What follows belongs to an exercise in optimizing a design on an open flow for small area, a short achievable clock period and few clock cycles per item; a production flow would make more cautious choices.
RTL that was checked went through simulation tests only; none was proved equivalent to the original.
Power is estimated from default activity; no workload was simulated.

## bellmanFordTop
module bellmanFordTop (
    input  logic                          clock,
    input  logic                          reset,
    input  logic                          start,
    input  bellmanFordPkg::nodeId_t       source,
    input  bellmanFordPkg::nodeId_t       destination,
    input  bellmanFordPkg::nodeId_t       nodeCount,
    output logic                          graphReadEnable,
    output bellmanFordPkg::graphAddress_t graphAddress,
    input  bellmanFordPkg::graphLine_t    graphData,
    output logic                          outWriteEnable,
    output bellmanFordPkg::graphAddress_t outAddress,
    output bellmanFordPkg::distance_t     outData,
    output logic                          busy,
    output logic                          finish,
    output logic                          negCycle
);
For scale: about 820 flip-flops, about 200 I/O pins, ~0.037 mm^2 of cells after synthesis.
clock: 8.0 ns
lec_check: 0
abc_area: 1
cap_margin: 20
core_margin: 2
core_utilization: 40
setup_slack_margin: 5.0
slew_margin: 20
tns_end_percent: 100
run.sh (not shown) runs the stock make flow with config.mk's settings and CLKGATE_MAP_FILE= SYNTH_SCRIPT=/design/flow/synth_recipe.tcl, a recipe that flattens the netlist after the stock synthesis.
The first run completed with no timing, DRC or antenna violations.
Then changed:
- ABC_AREA: 1 -> default
- SETUP_SLACK_MARGIN: 5.0 -> default
- TNS_END_PERCENT: 100 -> default
Outcome:
- count of clock-buffer cells in the layout is unchanged
- power is lower by 21%
- setup slack got worse by 1.6 ns
- sequential share of layout area goes up by 5.4 points
Then changed:
- SETUP_SLACK_MARGIN: default -> 5.0
- TNS_END_PERCENT: default -> 100
=> The new run finished clean. Sequential power shrinks slightly. Utilization grows by 7.7 points. Area after synthesis does not change. Total power grows by a few percent. Count of clock-buffer cells in the layout shrinks by 6. Worst setup slack gets better by 1.2 ns. Sequential cell count stays the same. Register-to-register slack gets better by 1.2 ns. Die area stays the same. Wire length grows by about a fifth. Clock skew grows by 0.031 ns.
Function was not checked in any run of this note: the RTL went through the layout flow alone.

========
Another version of the RTL of bellmanFordTop (not shown whole).
Size in the first run: roughly 4000 cells after synthesis, roughly 39000 sq um of cells after synthesis.
==> flow/config.mk <==
export PLATFORM = sky130hd
export DESIGN_NAME = bellmanFordTop
export DESIGN_NICKNAME = bellmanFordTop
export VERILOG_FILES = /design/flow/design.v
export SDC_FILE = /design/flow/constraint.sdc
export NUM_CORES = 4
export LEC_CHECK = 0
export ABC_AREA = 1
export CAP_MARGIN = 20
export CORE_MARGIN = 2
export CORE_UTILIZATION = 40
export CTS_CLUSTER_DIAMETER = 90
export CTS_CLUSTER_SIZE = 20
export SETUP_SLACK_MARGIN = 5.0
export SLEW_MARGIN = 20
export TNS_END_PERCENT = 100
==> flow/constraint.sdc <==
create_clock -name core_clock -period 8.0 [get_ports {clock}]
set_input_delay 1.6000 -clock core_clock [delete_from_list [all_inputs] [get_ports {clock}]]
set_output_delay 1.6000 -clock core_clock [all_outputs]
set_load 0.01 [all_outputs]
standard.sh (not shown) runs the stock make flow with config.mk's settings and CLKGATE_MAP_FILE= SYNTH_SCRIPT=/design/flow/synth_recipe.tcl, a recipe that flattens the netlist after the stock synthesis.
==> flow/flow/run.sh <==
#!/bin/bash
# Standard layout, with plain buffers (sky130_fd_sc_hd__buf_1) on the ports
# instead of the resizer's default choice.
set -euo pipefail
cd "$(dirname "$0")/.."
export BUFFER_PORTS_ARGS="-buffer_cell sky130_fd_sc_hd__buf_1"
bash standard.sh > make_finish.log 2>&1
The starting point ran to the end with no violations.
Testbench counts at the start, summed over its fixed seeds: cycles 19,110, queries 96.
Edit:
==> flow/run.sh (new file) <==
#!/bin/bash
# synth_recipe.tcl (not shown) runs the flow's synth.tcl, then flattens the netlist and writes it again
# the make line also repeats each setting of config.mk as NAME=value (left out here)
make -C /OpenROAD-flow-scripts/flow DESIGN_CONFIG=/design/flow/config.mk WORK_HOME=/design/flow/orfs CLKGATE_MAP_FILE= SYNTH_SCRIPT=/design/flow/synth_recipe.tcl finish
- CORE_UTILIZATION: 40 -> 50
removed: flow/flow/run.sh
removed: flow/standard.sh
=> Die area fell by 20%. Via count stays flat. Cell count went down by 4.1%. Clock-buffer cell count grows by 1. Power shrinks by 0.60%. Non-clock buffer count rises by 9. Maximum frequency goes down by 1.1%. Register-to-register slack improved by 0.08 ns. First-iteration DRC count fell by 1.1%. Flip-flop and latch count stays the same. Clock power drops by about 3%.
Edit:
- CORE_UTILIZATION: 50 -> 40
- CTS_CLUSTER_DIAMETER: 90 -> 100
- CTS_CLUSTER_SIZE: 20 -> 24
Maximum frequency hardly moves.
Count of clock-buffer cells in the layout came out lower by 14.
Power went down slightly.
Non-clock buffer count does not change.
Via count climbs slightly.
Worst setup slack stays flat.
Sequential cell count is unchanged.
Edit:
- CTS_BUF_LIST: unset -> sky130_fd_sc_hd__clkbuf_8
- CTS_CLUSTER_DIAMETER: 100 -> 80
- CTS_CLUSTER_SIZE: 24 -> 16
Total power drops by 1.3%.
First-iteration DRC count climbs by about 3.6%.
Clock power drops by 8.7%.
Final area drops by about 1%.
Worst hold slack degrades by 0.0049 ns.
Flip-flop and latch count stays the same.
Worst setup slack degrades by 0.080 ns.
Wire length hardly moves.

========
Setup of the previous run:
bellmanFordTop, a different RTL version from the one above (not shown whole).
For scale: about 3,000 cells after synthesis, roughly 900 flip-flops.
export LEC_CHECK = 0
export CAP_MARGIN = 20
export CORE_MARGIN = 2
export CORE_UTILIZATION = 40
export SETUP_SLACK_MARGIN = 5.0
export SLEW_MARGIN = 20
export TNS_END_PERCENT = 100
create_clock -name core_clock -period 8.0 [get_ports {clock}]
run.sh (not shown) runs the stock make flow with config.mk's settings and CLKGATE_MAP_FILE= SYNTH_SCRIPT=/design/flow/synth_recipe.tcl, a recipe that flattens the netlist after the stock synthesis.
Stock flow here: none of the scripts above is used.
Testbench counts of the previous run, summed over its fixed seeds: cycles 19,660, queries 96.
For the current run, these inputs were changed with respect to the previous run:
- CORE_UTILIZATION now 55, was 40
## What came out
- No stage failed in the current run, and the final checks on the layout all came back clean.
- Taking the previous run as the reference, in the current run via count of the routed design increased by 2,730 relative to the old numbers, final antenna diode count increased by 3 relative to the old numbers, post-route clock period utilization increased by 2.7 points relative to the old numbers, count of non-CTS buffers in the layout increased by 128 relative to the old numbers, share of total power in the clock network decreased by 0.9 points relative to the old numbers.
- Going from the previous run to the current run, area enclosed by the die boundary went down 27%, layout overhead on the synthesized area went up 4.0 points.

## static timing again, ports no longer ideal
In the flow no input, the clock included, has a driving cell. The finished layouts below were timed again as built, in two steps. Step 1, drivers: a clkbuf_16 drives clock and a buf_2 each remaining input, both assumed. Step 2, shift: input delay + t, output delay - t, t = (earliest + latest rising clock arrival at the registers) / 2. This alone moves slack from input paths to output paths. Slacks: ideal ports / drivers / drivers and shift; pairs: ideal ports / drivers.
run	t, ns	setup WS [ns]	worst setup path at the end	latest minus earliest clock arrival (ns)
the first run of note 1	0.707	4.977 / 4.962 / 4.420	input to register	0.054 / 0.055
the second run of note 1	0.704	3.395 / 3.395 / 3.395	register to register	0.043 / 0.043
the third run of note 1	0.732	4.579 / 4.579 / 4.279	input to register	0.068 / 0.067
the first run of note 2	0.706	5.035 / 4.986 / 4.394	input to register	0.032 / 0.032
the second run of note 2	0.693	5.003 / 4.983 / 4.320	input to register	0.021 / 0.022
the third run of note 2	0.685	5.004 / 4.969 / 4.332	input to register	0.055 / 0.055
the fourth run of note 2	0.825	4.924 / 4.857 / 4.326	input to register	0.052 / 0.052
the previous run	0.744	3.974 / 3.974 / 3.974	register to register	0.081 / 0.080
the current run	0.753	3.759 / 3.759 / 3.759	register to register	0.064 / 0.064
After both steps every run listed still meets setup and hold. For the second run of note 2, which loses most, drivers alone change the setup slack by -0.020 ns; drivers and shift together by -0.683 ns.
